This design comes from an exercise in tuning for a short achievable clock period and few clock cycles per item on the open sky130 flow, not from production work. In this exercise RTL edits were held to simulation tests only and were not proved equivalent to the original. No driver is modelled on the clock port, so clocking that relies on it looks cheaper here than on a real chip. No activity file was given, so power comes from the tool's default toggle rates.

<file path="flow/out_regs.tcl">
# Output registers: each output port is driven, through its port buffer, by a
# register. Give that register the strongest drive of its cell family and
# move it next to the port buffer, so the register-to-port path is short.
set block [ord::get_db_block]
foreach bterm [$block getBTerms] {
  if {[$bterm getIoType] != "OUTPUT"} { continue }
  set pnet [$bterm getNet]
  if {$pnet == "NULL"} { continue }
  set buf "NULL"
  foreach it [$pnet getITerms] {
    if {[$it isOutputSignal]} { set buf [$it getInst] }
  }
  if {$buf == "NULL"} { continue }
  set src "NULL"
  foreach it [$buf getITerms] {
    if {[$it isInputSignal]} {
      set n [$it getNet]
      if {$n == "NULL"} { continue }
      foreach d [$n getITerms] {
        if {[$d isOutputSignal]} { set src [$d getInst] }
      }
    }
  }
  if {$src == "NULL"} { continue }
  set master [[$src getMaster] getName]
  if {[regexp {^(sky130_fd_sc_hd__dfxtp)_[0-9]+$} $master -> fam]} {
    set qnet [[$src findITerm Q] getNet]
    replace_cell [$src getName] ${fam}_4
    # A register that also drives internal logic keeps its place.
    if {[llength [$qnet getITerms]] != 2} { continue }
    set loc [$buf getLocation]
    $src setLocation [lindex $loc 0] [lindex $loc 1]
    puts "out_regs: [$src getName] -> ${fam}_4 at $loc for [$bterm getName]"
  }
}
</file>
<file path="constraint.sdc">
create_clock -name core_clock -period 6.0 [get_ports {clk}]
set_input_delay 1.2000 -clock core_clock [delete_from_list [all_inputs] [get_ports {clk}]]
set_output_delay 1.2000 -clock core_clock [all_outputs]
set_load 0.01 [all_outputs]
</file>
<file path="flow/run.sh">
#!/bin/bash
# The standard layout with these changes:
# - synthesis maps the logic with flow/abc_speed.script (ABC's load-aware
#   mapper) and without the adder extraction pass, whose full/half-adder
#   cells ABC cannot restructure; registers come out as in the standard
#   synthesis;
# - port buffers are buf_4 cells rather than the smallest buffer;
# - before clock tree synthesis, flow/out_regs.tcl gives each output
#   register the strongest drive of its cell family and, where it drives
#   only its port buffer, moves it next to that buffer.
# Each step's output goes to a log file in this folder.
set -euo pipefail
work=$(pwd)
rm -rf "$work/scripts_mod"
cp -r "$FLOW_HOME/scripts" "$work/scripts_mod"
cp "$work/flow/abc_speed.script" "$work/scripts_mod/abc_speed.script"
bash standard.sh SCRIPTS_DIR="$work/scripts_mod" ADDER_MAP_FILE= synth > "$work/synth.log" 2>&1
bash standard.sh "BUFFER_PORTS_ARGS=-buffer_cell sky130_fd_sc_hd__buf_4" \
	"PRE_CTS_TCL=$work/flow/out_regs.tcl" > "$work/layout.log" 2>&1
</file>
<file path="flow/abc_speed.script">
strash
&get -n
&dch -f
&put
map -p
topo
buffer -c
upsize -c
dnsize -c
</file>
<file path="design.v">
package dlxIsaPkg;
	localparam int DataWidth = 32;
	localparam int RegAddrWidth = 5;
	localparam int NumRegs = 32;
	localparam int InstrWidth = 32;
	localparam int OpcodeWidth = 6;
	localparam int ImmWidth = 16;
	localparam int ShamtWidth = 5;
	localparam logic [OpcodeWidth-1:0] OpAdd = 6'h01;
	localparam logic [OpcodeWidth-1:0] OpSub = 6'h02;
	localparam logic [OpcodeWidth-1:0] OpAnd = 6'h03;
	localparam logic [OpcodeWidth-1:0] OpOr = 6'h04;
	localparam logic [OpcodeWidth-1:0] OpXor = 6'h05;
	localparam logic [OpcodeWidth-1:0] OpSlt = 6'h06;
	localparam logic [OpcodeWidth-1:0] OpSll = 6'h07;
	localparam logic [OpcodeWidth-1:0] OpSrl = 6'h08;
	localparam logic [OpcodeWidth-1:0] OpAddi = 6'h09;
	localparam logic [OpcodeWidth-1:0] OpFneg = 6'h10;
	localparam logic [OpcodeWidth-1:0] OpFabs = 6'h11;
	localparam logic [OpcodeWidth-1:0] OpFlt = 6'h12;
	localparam logic [OpcodeWidth-1:0] OpMovi2fp = 6'h13;
	localparam logic [OpcodeWidth-1:0] OpMovfp2i = 6'h14;
endpackage
package dlxCorePkg;
	localparam int NumOps = 12;
	localparam int OhAdd = 0;
	localparam int OhSub = 1;
	localparam int OhAnd = 2;
	localparam int OhOr = 3;
	localparam int OhXor = 4;
	localparam int OhSlt = 5;
	localparam int OhSll = 6;
	localparam int OhSrl = 7;
	localparam int OhFneg = 8;
	localparam int OhFabs = 9;
	localparam int OhFlt = 10;
	localparam int OhMove = 11;
	localparam int RetQDepth = 8;
	localparam int RetQPtrWidth = 3;
	localparam int CreditCap = 7;
	localparam int CreditWidth = 4;
	localparam int ReadGroups = 4;
endpackage
import dlxIsaPkg::*;
import dlxCorePkg::*;
module regFile (
	input logic clk,
	input logic clr,
	input logic [2*NumRegs-1:0] wrEn,
	input logic [31:0] wrData,
	input logic [ReadGroups-1:0][3:0] addrA,
	input logic [ReadGroups-1:0][3:0] addrB,
	output logic [ReadGroups-1:0][31:0] partA,
	output logic [ReadGroups-1:0][31:0] partB
);
	localparam int GroupSize = 2 * NumRegs / ReadGroups;
	logic [31:0] bank [0:2*NumRegs-1];
	logic [31:0] wrValue;
	assign wrValue = wrData & {32{!clr}};
	always_ff @(posedge clk) begin
		for (int i = 0; i < 2 * NumRegs; i++) begin
			if (clr || wrEn[i])
				bank[i] <= wrValue;
		end
	end
	always_comb begin
		for (int g = 0; g < ReadGroups; g++) begin
			partA[g] = bank[g*GroupSize+int'(addrA[g])];
			partB[g] = bank[g*GroupSize+int'(addrB[g])];
		end
	end
endmodule
import dlxIsaPkg::*;
import dlxCorePkg::*;
module issueUnit (
	input logic [31:0] word,
	output logic known,
	output logic [NumOps-1:0] opOh,
	output logic [4:0] rs1,
	output logic [4:0] rs2,
	output logic [4:0] rd,
	output logic readFp,
	output logic destFp,
	output logic isImm,
	output logic [31:0] immExt
);
	logic [5:0] opcode;
	assign opcode = word[31:26];
	assign rs1 = word[25:21];
	assign rs2 = word[20:16];
	assign isImm = (opcode == OpAddi);
	assign rd = isImm ? word[20:16] : word[15:11];
	assign immExt = {{16{word[15]}}, word[15:0]};
	assign readFp = (opcode == OpFneg) || (opcode == OpFabs) || (opcode == OpFlt) || (opcode == OpMovfp2i);
	assign destFp = (opcode == OpFneg) || (opcode == OpFabs) || (opcode == OpMovi2fp);
	assign opOh[OhAdd] = (opcode == OpAdd) || (opcode == OpAddi);
	assign opOh[OhSub] = (opcode == OpSub);
	assign opOh[OhAnd] = (opcode == OpAnd);
	assign opOh[OhOr] = (opcode == OpOr);
	assign opOh[OhXor] = (opcode == OpXor);
	assign opOh[OhSlt] = (opcode == OpSlt);
	assign opOh[OhSll] = (opcode == OpSll);
	assign opOh[OhSrl] = (opcode == OpSrl);
	assign opOh[OhFneg] = (opcode == OpFneg);
	assign opOh[OhFabs] = (opcode == OpFabs);
	assign opOh[OhFlt] = (opcode == OpFlt);
	assign opOh[OhMove] = (opcode == OpMovi2fp) || (opcode == OpMovfp2i);
	assign known = |opOh;
endmodule
import dlxIsaPkg::*;
import dlxCorePkg::*;
module opQueue (
	input logic clk,
	input logic rst,
	input logic inValid,
	input logic [31:0] inData,
	input logic [4:0] inDest,
	input logic inFp,
	output logic retireValid,
	output logic [31:0] retireData,
	output logic [4:0] retireDest,
	output logic retireFp,
	input logic retireReady
);
	logic [RetQDepth-1:0][37:0] mem;
	logic [RetQDepth-1:0] wrOh;
	logic [RetQDepth-1:0] rdOh;
	logic [RetQPtrWidth:0] count;
	logic pop;
	logic [37:0] head0;
	logic [37:0] head1;
	logic [37:0] inEntry;
	assign pop = retireValid && retireReady;
	assign inEntry = {inFp, inDest, inData};
	always_comb begin
		head0 = '0;
		head1 = '0;
		for (int k = 0; k < RetQDepth; k++) begin
			head0 = head0 | ({38{rdOh[k]}} & mem[k]);
			head1 = head1 | ({38{rdOh[k]}} & mem[(k + 1) % RetQDepth]);
		end
	end
	always_ff @(posedge clk) begin
		for (int k = 0; k < RetQDepth; k++) begin
			if (wrOh[k])
				mem[k] <= inEntry;
		end
	end
	always_ff @(posedge clk) begin
		if (rst) begin
			wrOh <= RetQDepth'(1);
			rdOh <= RetQDepth'(1);
			count <= '0;
			retireValid <= 1'b0;
		end else begin
			if (inValid)
				wrOh <= {wrOh[RetQDepth-2:0], wrOh[RetQDepth-1]};
			if (pop)
				rdOh <= {rdOh[RetQDepth-2:0], rdOh[RetQDepth-1]};
			count <= count + (RetQPtrWidth+1)'(inValid) - (RetQPtrWidth+1)'(pop);
			retireValid <= (count > (RetQPtrWidth+1)'(pop)) || inValid;
		end
	end
	always_ff @(posedge clk) begin
		if (pop) begin
			if (count > (RetQPtrWidth+1)'(1))
				{retireFp, retireDest, retireData} <= head1;
			else
				{retireFp, retireDest, retireData} <= inEntry;
		end else begin
			if (count != '0)
				{retireFp, retireDest, retireData} <= head0;
			else
				{retireFp, retireDest, retireData} <= inEntry;
		end
	end
endmodule
import dlxIsaPkg::*;
import dlxCorePkg::*;
module execUnit (
	input logic [31:0] a,
	input logic [31:0] b,
	input logic [NumOps-1:0] opOh,
	output logic [31:0] resAdd,
	output logic [31:0] resSub,
	output logic [31:0] resShl,
	output logic [31:0] resShr,
	output logic [31:0] resLog,
	output logic resCmp
);
	logic [31:0] sum;
	logic [31:0] diff;
	logic bothZero;
	logic magLt;
	logic magGt;
	logic sltBit;
	logic fltBit;
	logic signA;
	prefixAdd #(.W(32)) adder (.a(a), .b(b), .cin(1'b0), .sum(sum));
	prefixAdd #(.W(32)) subtractor (.a(a), .b(~b), .cin(1'b1), .sum(diff));
	magCompare #(.W(31)) cmp (.a(a[30:0]), .b(b[30:0]), .lt(magLt), .gt(magGt));
	assign bothZero = ~|(a[30:0] | b[30:0]);
	assign sltBit = (a[31] & ~b[31]) | (~(a[31] ^ b[31]) & magLt);
	assign fltBit = ~bothZero & ((a[31] & ~b[31]) | (~a[31] & ~b[31] & magLt) | (a[31] & b[31] & magGt));
	assign signA = (opOh[OhMove] & a[31]) | (opOh[OhFneg] & ~a[31]);
	assign resAdd = {32{opOh[OhAdd]}} & sum;
	assign resSub = {32{opOh[OhSub]}} & diff;
	assign resShl = {32{opOh[OhSll]}} & (a << b[4:0]);
	assign resShr = {32{opOh[OhSrl]}} & (a >> b[4:0]);
	assign resLog = ({32{opOh[OhAnd]}} & (a & b))
		| ({32{opOh[OhOr]}} & (a | b))
		| ({32{opOh[OhXor]}} & (a ^ b))
		| ({1'b0, {31{opOh[OhFneg] | opOh[OhFabs] | opOh[OhMove]}} & a[30:0]})
		| {signA, 31'b0};
	assign resCmp = (opOh[OhSlt] & sltBit) | (opOh[OhFlt] & fltBit);
endmodule
module magCompare #(
	parameter int W = 31
) (
	input logic [W-1:0] a,
	input logic [W-1:0] b,
	output logic lt,
	output logic gt
);
	localparam int Levels = $clog2(W);
	logic [W-1:0] l [0:Levels];
	logic [W-1:0] g [0:Levels];
	assign l[0] = ~a & b;
	assign g[0] = a & ~b;
	for (genvar k = 0; k < Levels; k++) begin : lvl
		for (genvar i = 0; i < W; i++) begin : bitk
			if (i >= (1 << k)) begin : merge
				assign l[k+1][i] = l[k][i] | (~g[k][i] & l[k][i-(1<<k)]);
				assign g[k+1][i] = g[k][i] | (~l[k][i] & g[k][i-(1<<k)]);
			end else begin : pass
				assign l[k+1][i] = l[k][i];
				assign g[k+1][i] = g[k][i];
			end
		end
	end
	assign lt = l[Levels][W-1];
	assign gt = g[Levels][W-1];
endmodule
module prefixAdd #(
	parameter int W = 32
) (
	input logic [W-1:0] a,
	input logic [W-1:0] b,
	input logic cin,
	output logic [W-1:0] sum
);
	localparam int Levels = $clog2(W);
	logic [W-1:0] g [0:Levels];
	logic [W-1:0] t [0:Levels];
	logic [W-1:0] carry;
	assign g[0] = (a & b) | {{(W-1){1'b0}}, (a[0] | b[0]) & cin};
	assign t[0] = a | b;
	for (genvar k = 0; k < Levels; k++) begin : lvl
		for (genvar i = 0; i < W; i++) begin : bitk
			if (i >= (1 << k)) begin : merge
				assign g[k+1][i] = g[k][i] | (t[k][i] & g[k][i-(1<<k)]);
				assign t[k+1][i] = t[k][i] & t[k][i-(1<<k)];
			end else begin : pass
				assign g[k+1][i] = g[k][i];
				assign t[k+1][i] = t[k][i];
			end
		end
	end
	assign carry = {g[Levels][W-2:0], cin};
	assign sum = a ^ b ^ carry;
endmodule
import dlxIsaPkg::*;
import dlxCorePkg::*;
module dlxExecCore (
	input logic clk,
	input logic rst,
	input logic instrValid,
	input logic [0:dlxIsaPkg::InstrWidth-1] instrWord,
	output logic instrReady,
	output logic retireValid,
	output logic [0:dlxIsaPkg::DataWidth-1] retireData,
	output logic [0:dlxIsaPkg::RegAddrWidth-1] retireDest,
	output logic retireFp,
	input logic retireReady
);
	logic v0;
	logic [31:0] w0;
	logic rstQ;
	logic accept;
	logic drop;
	logic retire;
	logic [CreditWidth-1:0] credits;
	logic [CreditWidth-1:0] creditsNext;
	assign accept = instrValid && instrReady;
	assign retire = retireValid && retireReady;
	logic [5:0] opIn;
	logic knownIn;
	logic drop0;
	assign opIn = instrWord[0:5];
	assign knownIn = ((opIn >= OpAdd) && (opIn <= OpAddi)) || ((opIn >= OpFneg) && (opIn <= OpMovfp2i));
	always_ff @(posedge clk) begin
		w0 <= instrWord;
		rstQ <= rst;
	end
	logic known0;
	logic [NumOps-1:0] opOh0;
	logic [4:0] rs1_0;
	logic [4:0] rs2_0;
	logic [4:0] rd0;
	logic readFp0;
	logic destFp0;
	logic isImm0;
	logic [31:0] imm0;
	issueUnit dec (
		.word(w0), .known(known0), .opOh(opOh0), .rs1(rs1_0), .rs2(rs2_0), .rd(rd0),
		.readFp(readFp0), .destFp(destFp0), .isImm(isImm0), .immExt(imm0)
	);
	assign drop = drop0;
	assign creditsNext = credits + CreditWidth'(accept) - CreditWidth'(drop) - CreditWidth'(retire);
	always_ff @(posedge clk) begin
		if (rst) begin
			v0 <= 1'b0;
			drop0 <= 1'b0;
			credits <= '0;
			instrReady <= 1'b1;
		end else begin
			v0 <= accept;
			drop0 <= accept && !knownIn;
			credits <= creditsNext;
			instrReady <= (creditsNext < CreditWidth'(CreditCap));
		end
	end
	logic v1;
	logic [NumOps-1:0] opOh1;
	logic [4:0] rs1_1;
	logic [4:0] rs2_1;
	logic [4:0] rd1;
	logic readFp1;
	logic destFp1;
	logic isImm1;
	logic [31:0] imm1;
	logic [ReadGroups-1:0][3:0] addrA1;
	logic [ReadGroups-1:0][3:0] addrB1;
	logic fwd3A1;
	logic fwd3B1;
	logic v1b;
	logic [NumOps-1:0] opOh1b;
	logic [4:0] rs1_1b;
	logic [4:0] rs2_1b;
	logic [4:0] rd1b;
	logic readFp1b;
	logic destFp1b;
	logic isImm1b;
	logic [31:0] imm1b;
	logic [ReadGroups-1:0][31:0] partA1b;
	logic [ReadGroups-1:0][31:0] partB1b;
	logic [31:0] holdA1b;
	logic [31:0] holdB1b;
	logic fwd2A1b;
	logic fwd2B1b;
	logic v2;
	logic [NumOps-1:0] opOh2;
	logic [4:0] rd2;
	logic destFp2;
	logic [31:0] a2;
	logic [31:0] b2;
	logic [2*NumRegs-1:0] wrEn2;
	logic rv;
	logic [31:0] fwdAAdd, fwdASub;
	logic [31:0] fwdBAdd, fwdBSub;
	logic [31:0] rData;
	logic [31:0] rDataQ;
	logic [31:0] rDataF;
	logic fwd2A;
	logic fwd2B;
	logic [4:0] rDest;
	logic rFp;
	logic [2*NumRegs-1:0] wrEnR;
	always_ff @(posedge clk) begin
		if (rst) begin
			v1 <= 1'b0;
			v1b <= 1'b0;
			v2 <= 1'b0;
			rv <= 1'b0;
		end else begin
			v1 <= v0 && known0;
			v1b <= v1;
			v2 <= v1b;
			rv <= v2;
		end
	end
	logic fwd3A0;
	logic fwd3B0;
	assign fwd3A0 = v2 && (rd2 == rs1_0) && (destFp2 == readFp0);
	assign fwd3B0 = v2 && (rd2 == rs2_0) && (destFp2 == readFp0) && !isImm0;
	always_ff @(posedge clk) begin
		opOh1 <= opOh0;
		rs1_1 <= rs1_0;
		rs2_1 <= rs2_0;
		rd1 <= rd0;
		readFp1 <= readFp0;
		destFp1 <= destFp0;
		isImm1 <= isImm0;
		imm1 <= imm0;
		for (int g = 0; g < ReadGroups; g++) begin
			addrA1[g] <= ({readFp0, rs1_0[4]} == 2'(g)) ? rs1_0[3:0] : 4'd0;
			addrB1[g] <= ({readFp0, rs2_0[4]} == 2'(g)) ? rs2_0[3:0] : 4'd0;
		end
		fwd3A1 <= fwd3A0;
		fwd3B1 <= fwd3B0;
	end
	logic [ReadGroups-1:0][31:0] partA;
	logic [ReadGroups-1:0][31:0] partB;
	regFile regs (
		.clk(clk), .clr(rstQ),
		.wrEn(wrEnR), .wrData(rData),
		.addrA(addrA1), .addrB(addrB1),
		.partA(partA), .partB(partB)
	);
	assign fwd2A = v2 && (rd2 == rs1_1) && (destFp2 == readFp1);
	assign fwd2B = v2 && (rd2 == rs2_1) && (destFp2 == readFp1) && !isImm1;
	always_ff @(posedge clk) begin
		opOh1b <= opOh1;
		rs1_1b <= rs1_1;
		rs2_1b <= rs2_1;
		rd1b <= rd1;
		readFp1b <= readFp1;
		destFp1b <= destFp1;
		isImm1b <= isImm1;
		imm1b <= imm1;
		for (int g = 0; g < ReadGroups; g++) begin
			partA1b[g] <= partA[g] & {32{({readFp1, rs1_1[4]} == 2'(g)) && !fwd3A1}};
			partB1b[g] <= partB[g] & {32{({readFp1, rs2_1[4]} == 2'(g)) && !fwd3B1}};
		end
		holdA1b <= rDataF & {32{fwd3A1}};
		holdB1b <= rDataF & {32{fwd3B1}};
		fwd2A1b <= fwd2A;
		fwd2B1b <= fwd2B;
	end
	logic [31:0] readA;
	logic [31:0] readB;
	logic fwdNextA;
	logic fwdNextB;
	logic [31:0] resAdd, resSub, resShl, resShr, resLog;
	logic resCmp;
	logic [31:0] resOther;
	always_comb begin
		readA = holdA1b;
		readB = holdB1b;
		for (int g = 0; g < ReadGroups; g++) begin
			readA = readA | partA1b[g];
			readB = readB | partB1b[g];
		end
	end
	assign fwdNextA = v2 && (rd2 == rs1_1b) && (destFp2 == readFp1b);
	assign fwdNextB = v2 && (rd2 == rs2_1b) && (destFp2 == readFp1b) && !isImm1b;
	always_ff @(posedge clk) begin
		opOh2 <= opOh1b;
		rd2 <= rd1b;
		destFp2 <= destFp1b;
		a2 <= fwdNextA ? resOther : (fwd2A1b ? rDataF : readA);
		b2 <= isImm1b ? imm1b : (fwdNextB ? resOther : (fwd2B1b ? rDataF : readB));
		for (int i = 0; i < NumRegs; i++) begin
			wrEn2[i] <= (rd1b == 5'(i)) && !destFp1b;
			wrEn2[NumRegs+i] <= (rd1b == 5'(i)) && destFp1b;
		end
	end
	logic [31:0] opA;
	logic [31:0] opB;
	assign opA = a2 | fwdAAdd | fwdASub;
	assign opB = b2 | fwdBAdd | fwdBSub;
	assign resOther = resShl | resShr | resLog | {31'b0, resCmp};
	execUnit exec (
		.a(opA), .b(opB), .opOh(opOh2),
		.resAdd(resAdd), .resSub(resSub), .resShl(resShl), .resShr(resShr),
		.resLog(resLog), .resCmp(resCmp)
	);
	always_ff @(posedge clk) begin
		rData <= resAdd | resSub | resOther;
		rDataQ <= (resAdd | resSub | resOther) & {32{v2}};
		rDataF <= (resAdd | resSub | resOther) & {32{fwd2A || fwd2B || fwd3A0 || fwd3B0}};
		fwdAAdd <= resAdd & {32{fwdNextA}};
		fwdASub <= resSub & {32{fwdNextA}};
		fwdBAdd <= resAdd & {32{fwdNextB}};
		fwdBSub <= resSub & {32{fwdNextB}};
		rDest <= rd2;
		rFp <= destFp2;
		wrEnR <= wrEn2 & {(2*NumRegs){v2}};
	end
	logic [31:0] outData;
	logic [4:0] outDest;
	opQueue queue (
		.clk(clk), .rst(rst),
		.inValid(rv), .inData(rDataQ), .inDest(rDest), .inFp(rFp),
		.retireValid(retireValid), .retireData(outData), .retireDest(outDest),
		.retireFp(retireFp), .retireReady(retireReady)
	);
	assign retireData = outData;
	assign retireDest = outDest;
endmodule
</file>
<file path="config.mk">
export PLATFORM = sky130hd
export DESIGN_NAME = dlxExecCore
export DESIGN_NICKNAME = dlxExecCore
export VERILOG_FILES = /design/flow/design.v
export SDC_FILE = /design/flow/constraint.sdc
export NUM_CORES = 4
export LEC_CHECK = 0
export CAP_MARGIN = 20
export CORE_MARGIN = 2
export CORE_UTILIZATION = 40
export SETUP_SLACK_MARGIN = 3.5
export SLEW_MARGIN = 20
export TNS_END_PERCENT = 20
</file>
<file path="standard.sh">
#!/bin/bash
# synth_recipe.tcl (not shown) runs the flow's synth.tcl, then flattens the netlist and writes it again
# the make line also repeats each setting of config.mk as NAME=value (left out here)
make -C /OpenROAD-flow-scripts/flow DESIGN_CONFIG=/design/flow/config.mk WORK_HOME=/design/flow/orfs CLKGATE_MAP_FILE= SYNTH_SCRIPT=/design/flow/synth_recipe.tcl "${@:-finish}"
</file>
==> results_dict.tcl, run 1 <==
set metrics [dict create \
    ys_seq_area_share_pct 63.88 \
    ir_drop_mv 0.2661 \
    grt_antenna_before_repair 99 \
    rsz0062_at_grt "yes" \
    syn-num-nets 10480 \
    routedWlPerCell_um 43.46 \
    numPortBuffers 75 \
    syn_area_um2 141600 \
    grt_overflow_total 0 \
    firstDrtPassIters 12 \
    hold_violations 0 \
    areaGrowthSynthToFinish_pct 22.08 \
    grt_pass1_wl_mm 931.7 \
    arrival_ps 3670 \
    die_height_um 599.0 \
    skew_ps 61.59 \
    grt_pass1_vias 111700 \
    power_density_nw_per_um2 353.1 \
    reg2reg_from "fwdBAdd[0]$_DFF_P_" \
    drt_iter0_drc 23890 \
    track_usage_pct 37.22 \
    die_w_um 599.0 \
    gp_congestion 1.041 \
    finalCriticalPeriod_ps 2824 \
    crit_start "fwdBAdd[0]$_DFF_P_" \
    numCtsBuffers 356 \
    nNetsFinal 11020 \
    end_kind "register" \
    synth.largest_area_cell "edfxtp_1" \
    vias 120300 \
    yosys-top-cells-count "edfxtp_1, dfxtp_1, a32o_1" \
    viasPerCell 7.485 \
    synthTopCellsByArea "edfxtp_1, dfxtp_1, a32o_1" \
    slew_violations 0 \
    coreArea_um2 352400 \
    hp-start "opOh1b[8]$_DFF_P_" \
    wl_mm 698.7 \
    path_clk_slew_ps 60 \
    critPathRequiredTime_ps 6850 \
    synth.most_common_cell "edfxtp_1" \
    hold_path.class "register to register" \
    leakage_nw 60.72 \
    setup_viol 0 \
    avgSynthCellArea_um2 13.56 \
    initial_utilization_pct 40.19 \
    clk_latency_ps 990 \
    syn_inst 10440 \
    synth_top_area_share_pct 49.87 \
    ant_nets 0 \
    yosys_warnings 10 \
    final_cell_area_um2 172900 \
    synth-edff-count 2352 \
    period_share_pct 47.07 \
    async_flop_share_pct 0 \
    crit_fanout 8 \
    max_slew_margin_pct 11.47 \
    grt_max_degree 79 \
    max_cap_viol_count 0 \
    place_hpwl_mm 423.2 \
    worst_pin_slew_ps 1316 \
    ys_ff_latch 3343 \
    status "complete, no violations" \
    synth.distinct_cells 115 \
    cts_sinks 3343 \
    final.setup.tns_ps 0 \
    tritoncts "built" \
    worst-setup-path-type "register to register" \
    ios 76 \
    fmax_mhz 354.1 \
    p_total_w 0.06105 \
    drc 0 \
    row_count 218 \
    start_kind "register" \
    final_layout_size_suffix_gt1_share_pct 26.58 \
    synthFlopType "edfxtp_1" \
    placed_area_um2 149200 \
    dieArea_um2 358800 \
]
==> flip-flops by register name, indices dropped and copies added, names as in the netlist, 64 cells and up <==
register / cells
partA1b: 128
partB1b: 128
queue.mem: 304
regs.bank: 2048
wrEn2: 64
wrEnR: 64
==> final cells by class <==
class / instances / area, um^2
fillers: 30250 / 179500
flip-flops and latches: 3343 / 90940
multi-input cells: 5926 / 53250
clock buffers: 497 / 9971
repair buffers: 1053 / 9692
well taps: 4730 / 5918
clock inverters: 168 / 1747
inverters: 300 / 1217
diodes: 59 / 147.6
repair inverters: 1 / 7.507
==> cells in the final DEF (no fill, tap or decap), types with 75 or more instances in the layout <==
master	Yosys	routed
nand2_1	203	115
a22o_1	107	107
nor4_1	116	75
a41oi_1	276	223
and2_1	274	228
edfxtp_1	2352	2352
nand4_1	180	180
a32o_1	764	764
dfxtp_4	0	95
nor2_1	244	167
clkbuf_1	732	93
a32oi_1	159	157
a221o_1	318	317
a221oi_1	674	667
dfxtp_2	0	97
a2111oi_0	165	137
clkbuf_16	0	367
inv_1	284	251
and3_1	457	442
buf_6	6	95
o21a_1	175	154
buf_4	14	855
dfxtp_1	991	799
clkinv_2	0	83
==> power breakdown <==
group / switching [W] / total, W / leakage, nW / internal, W
registers: 0.00119 / 0.0273 / 32.3 / 0.0261
clock network: 0.00974 / 0.0224 / 5.76 / 0.0127
logic: 0.00727 / 0.0113 / 22.7 / 0.00405
total: 0.0182 / 0.0610 / 60.7 / 0.0429
==> stage by stage <==
| stage | util, % | cells | hold slack (ps) | worst slack [ps] |
|---|---|---|---|---|
| global route | 49.04 | 16040 | 306.2 | 3170 |
| finish | 49.06 | 16080 | 288.8 | 3176 |
| detailed placement | 42.34 | 14790 | 312.0 | 1850 |
| floorplan | - | 10440 | 309.6 | 3344 |
| CTS | 47.79 | 15810 | 287.0 | 3306 |
| global placement | 42.33 | 14790 | 310.9 | 1624 |
==> what timing repair did <==
action	in CTS	in global routing
endpoints found under the hold margin	0	0
pin swaps	182	231
gates cloned	33	6
gates resized for setup	976	565
buffers inserted	323	199
hold buffers	0	0
setup endpoints to repair	1167	1507
==> worst max-delay path, cell delays in order, from the launching register on <==
cell and delay (ps):
dfxtp_4 390, nor2_8 240, buf_6 150, nand4_1 300, buf_4 260, o21ai_2 70
a21oi_1 130, nor2_2 190, a211o_1 150, o311a_1 260, o221a_1 270, a31oi_1 110
buf_4 170
==> cell families (layout without fill, tap and decap cells) <==
kind of cell,Yosys count,in the layout,share of synthesized area (%)
flip-flops,3343,3343,63.88
AO/OA/AOI/OAI,3736,3737,23.39
adder cells (fa/ha/maj),1,1,0.007068
XOR/XNOR,36,36,0.2430
multiplexers,69,69,0.5107
AND/OR/NAND/NOR,2068,2083,8.651
other,0,59,0
buffers and inverters,1191,2019,3.318
==> metal layers <==
metal	share of wire (%)	track usage, %	vias to the layer above
met4	9.7	27.76	58
met1	34	46.01	59560
met2	41	53.77	12090
li1	-	-	45460
met5	0.085	0	-
met3	15	12.79	3180
==> final timing paths <==
kind	slack [ps]	to	depth (start not counted)
setup / recovery	3180	rDataQ[11]$_DFF_P_	12
hold / removal	290	opOh2[8]$_DFF_P_	0
setup reg to reg	3180	rDataQ[11]$_DFF_P_	12
hold reg to reg	290	opOh2[8]$_DFF_P_	0
Testbench counts, summed over its fixed seeds: cycles 12,048, items 12,000.
==> run 2, diff against run 1 <==
==> run.sh (new file) <==
#!/bin/bash
# synth_recipe.tcl (not shown) runs the flow's synth.tcl, then flattens the netlist and writes it again
# the make line also repeats each setting of config.mk as NAME=value (left out here)
make -C /OpenROAD-flow-scripts/flow DESIGN_CONFIG=/design/flow/config.mk WORK_HOME=/design/flow/orfs CLKGATE_MAP_FILE= SYNTH_SCRIPT=/design/flow/synth_recipe.tcl finish
--- a/config.mk
+++ b/config.mk
@@ -9,5 +9,5 @@
 export CORE_MARGIN = 2
 export CORE_UTILIZATION = 40
-export SETUP_SLACK_MARGIN = 3.5
+export SETUP_SLACK_MARGIN = 3.0
 export SLEW_MARGIN = 20
 export TNS_END_PERCENT = 20
removed: flow/run.sh
removed: flow/abc_speed.script
removed: flow/out_regs.tcl
removed: standard.sh
==> run 2 against run 1 <==
  * Now fails the layout checks on max-capacitance violations, max-slew violations
  * Count of clock-buffer cells in the layout down 27
  * Clock power down 3%
  * Combinational power down 29%
  * Flip-flop and latch count unchanged
  * Final cell count down 8.6%
  * Largest cell class unchanged
==> results_dict.tcl, run 2 <==
set metrics [dict create \
    status "complete, but fails checks" \
    check-failures "max-capacitance violations, max-slew violations" \
    path_clk_slew_ps 60 \
    skew_ps 61.75 \
    ys_ff_latch 3343 \
    period_share_pct 56.92 \
    min_path_cells 0 \
    h-tree-depth 5 \
    final_layout_size_suffix_gt1_share_pct 18.09 \
    coreArea_um2 333400 \
    synth_top_family_by_area "compound AO/OA/AOI/OAI gates" \
    ant_nets 0 \
    numCtsBuffers 341 \
    avgSynthCellArea_um2 13.82 \
    async_flop_share_pct 0 \
    r2r_cells 6 \
    drt_iter0_drc 20740 \
    reg2reg_from "addrA1[8]$_SDFF_PP0_" \
    synth_top_area_share_pct 52.72 \
    max_cap_viol_count 2 \
    worst_pin_slew_ps 1503 \
    p_total_w 0.05682 \
    synth.area.mux_share_pct 1.697 \
    firstDrtPassIters 10 \
    largest_register_ffs 2048 \
    grt_util_met3_pct 9.945 \
    r2r_setup_slack_ps 2580 \
    ir_drop_mv 0.2889 \
    hp-start "imm1[5]$_DFF_P_" \
    use_met1_pct 42.10 \
    tritoncts "built" \
    die_w_um 582.7 \
    worst-setup-path-type "register to register" \
    synth-edff-count 2352 \
    crit_start "addrA1[8]$_SDFF_PP0_" \
    hold_buffers 0 \
    viasPerCell 7.086 \
    grt_antenna_before_repair 75 \
    die_height_um 582.7 \
    finalCriticalPeriod_ps 3415 \
    row_count 212 \
    synth-compound-area-share_pct 19.52 \
    synth.distinct_cells 100 \
    synth-xor-area-share_pct 0.4707 \
    setup_viol 0 \
    ios 76 \
    start_kind "register" \
    areaGrowthSynthToFinish_pct 17.49 \
    synth.most_common_cell "edfxtp_1" \
    syn_inst 9693 \
    leakage_nw 53.96 \
    clk_latency_ps 910 \
    grt_overflow_total 0 \
    wl_mm 572.6 \
    track_usage_pct 32.11 \
    yosys_warnings 10 \
    final_cell_area_um2 157400 \
    final.setup.tns_ps 0 \
    top_regs "regs.bank (2048), queue.mem (304)" \
    vias 104100 \
    mostFrequentLayoutCells "edfxtp_1, dfxtp_1, a22oi_1" \
    synthTopCellsByArea "edfxtp_1, dfxtp_1, a22oi_1" \
    grt-busiest-layer "met2" \
    routedWlPerCell_um 38.98 \
    synth_fa_ha_area_share_pct 1.352 \
    hold_path.class "register to register" \
    final_common_cell "edfxtp_1" \
    fmax_mhz 292.8 \
    regMostFlops "regs.bank" \
    yosys.area_share.simple_pct 6.983 \
    synthFlopType "edfxtp_1" \
    ys_seq_area_share_pct 67.53 \
    hold_end "imm1b[5]$_DFF_P_" \
    power_density_nw_per_um2 361.0 \
    end_kind "register" \
    dieArea_um2 339600 \
    syn_area_um2 134000 \
    slew_violations 12 \
    initial_utilization_pct 40.18 \
    cts_sinks 3343 \
    grt_pass1_wl_mm 771.4 \
    arrival_ps 4110 \
    cts_max_path_buffers 4 \
    crit_fanout 17 \
    grt_max_degree 92 \
    max_slew_margin_pct -0.3280 \
    synth.largest_area_cell "edfxtp_1" \
    numPortBuffers 75 \
    yosys-top-cells-count "edfxtp_1, dfxtp_1, a22oi_1" \
    grt_use_met2_pct 46.38 \
    grt_pass1_vias 97550 \
    syn-num-nets 9870 \
    hold_violations 0 \
    drc 0 \
    rsz0062_at_grt "yes" \
    critPathRequiredTime_ps 6690 \
    cts_root_buffer "clkbuf_16" \
    placed_area_um2 141600 \
    nNetsFinal 10180 \
    gp_congestion 0.9843 \
    place_hpwl_mm 323.4 \
    regToRegEndpoint "partA1b[79]$_DFF_P_" \
]
run 2: how the worst max path moves through the flow:
stage | cells after the start | end
floorplan | 14 | rDataF[28]$_DFF_P_
global placement | 11 | queue.count[2]$_SDFF_PP0_
detailed placement | 11 | queue.count[2]$_SDFF_PP0_
CTS | 1 | retireData[17]
global route | 5 | partA1b[97]$_DFF_P_
finish | 6 | partA1b[79]$_DFF_P_
run 2: cell type report:
cell class	instances	area, um^2
repair buffers	625	5274
clock buffers	470	9754
clock inverters	155	1615
well taps	4387	5489
fillers	28510	176000
flip-flops and latches	3343	90520
diodes	21	52.55
inverters	181	810.8
multi-input cells	5504	43870
repair inverters	2	25.02
run 2: critical path, stage by stage (launching register included):
cell and delay [ps]:
dfxtp_1 510, nand2b_1 400, nor2_4 820, buf_4 460, a221oi_1 140, and3_1 200
a31oi_1 660
run 2: logic make-up (layout without fill, tap and decap cells):
family,count (synthesis),count (layout)
multiplexers,218,218
other,0,21
flip-flops,3343,3343
adder cells (fa/ha/maj),142,142
AND/OR/NAND/NOR,1772,1781
buffers and inverters,855,1433
XOR/XNOR,72,72
AO/OA/AOI/OAI,3291,3291
run 2: what timing repair did:
item	in CTS	in global routing
resized for setup	275	260
gates cloned	6	11
setup endpoints to repair	349	343
pin swaps	76	96
buffers inserted	91	113
run 2: routing by layer:
| layer | vias up | wire, um |
|---|---|---|
| li1 | 40280 | - |
| met1 | 51200 | 203700 |
| met2 | 10190 | 236800 |
| met3 | 2366 | 87130 |
| met4 | 42 | 44670 |
| met5 | - | 359 |
run 2: report_power, final:
| group | total [W] | switching [W] | internal (W) | leakage (nW) |
|---|---|---|---|---|
| clock | 0.0218 | 0.00914 | 0.0126 | 5.57 |
| combinational | 0.00803 | 0.00515 | 0.00288 | 16.3 |
| sequential | 0.0270 | 0.000885 | 0.0261 | 32.1 |
run 2: per-stage QoR:
stage | hold WS (ps) | std cells | utilization [%] | setup WS [ps]
after floorplan | 309.6 | 9693 | - | 2866
after global placement | 312.0 | 13820 | 42.45 | 1712
after detailed placement | 312.1 | 13820 | 42.45 | 1800
after CTS | 325.9 | 14540 | 46.52 | 2763
after global routing | 328.6 | 14670 | 47.19 | 2687
final | 324.5 | 14690 | 47.21 | 2585

## what the ideal ports hide
Ports are ideal in the flow. The routed layouts listed here were re-timed in OpenROAD.
Step 1, drivers: a clkbuf_16 drives clk and a buf_2 each remaining input, both assumed.
Step 2 adds t to the input delays and takes it off the output delays; t is the mean of the earliest and latest rising clock arrival at the registers after step 1. Input paths then give back, and output paths get back, about the clock's delay inside the block.
Three values: no drivers, after step 1, after step 2; two values: the first two.
run | t (ns) | slack for setup (ns) | hold WS [ns] | latest minus earliest clock arrival (ns) | worst slew at a driven data input, ns
run 1 | 1.074 | 3.176 / 3.176 / 2.918 | 0.289 / 0.233 / 0.289 | 0.067 / 0.066 | 0.05
run 2 | 0.996 | 2.585 / 2.585 / 2.026 | 0.324 / 0.324 / 0.324 | 0.065 / 0.065 | 0.07
For run 2, which loses most, drivers alone change the setup slack by 0.000 ns; drivers and shift together by -0.559 ns.
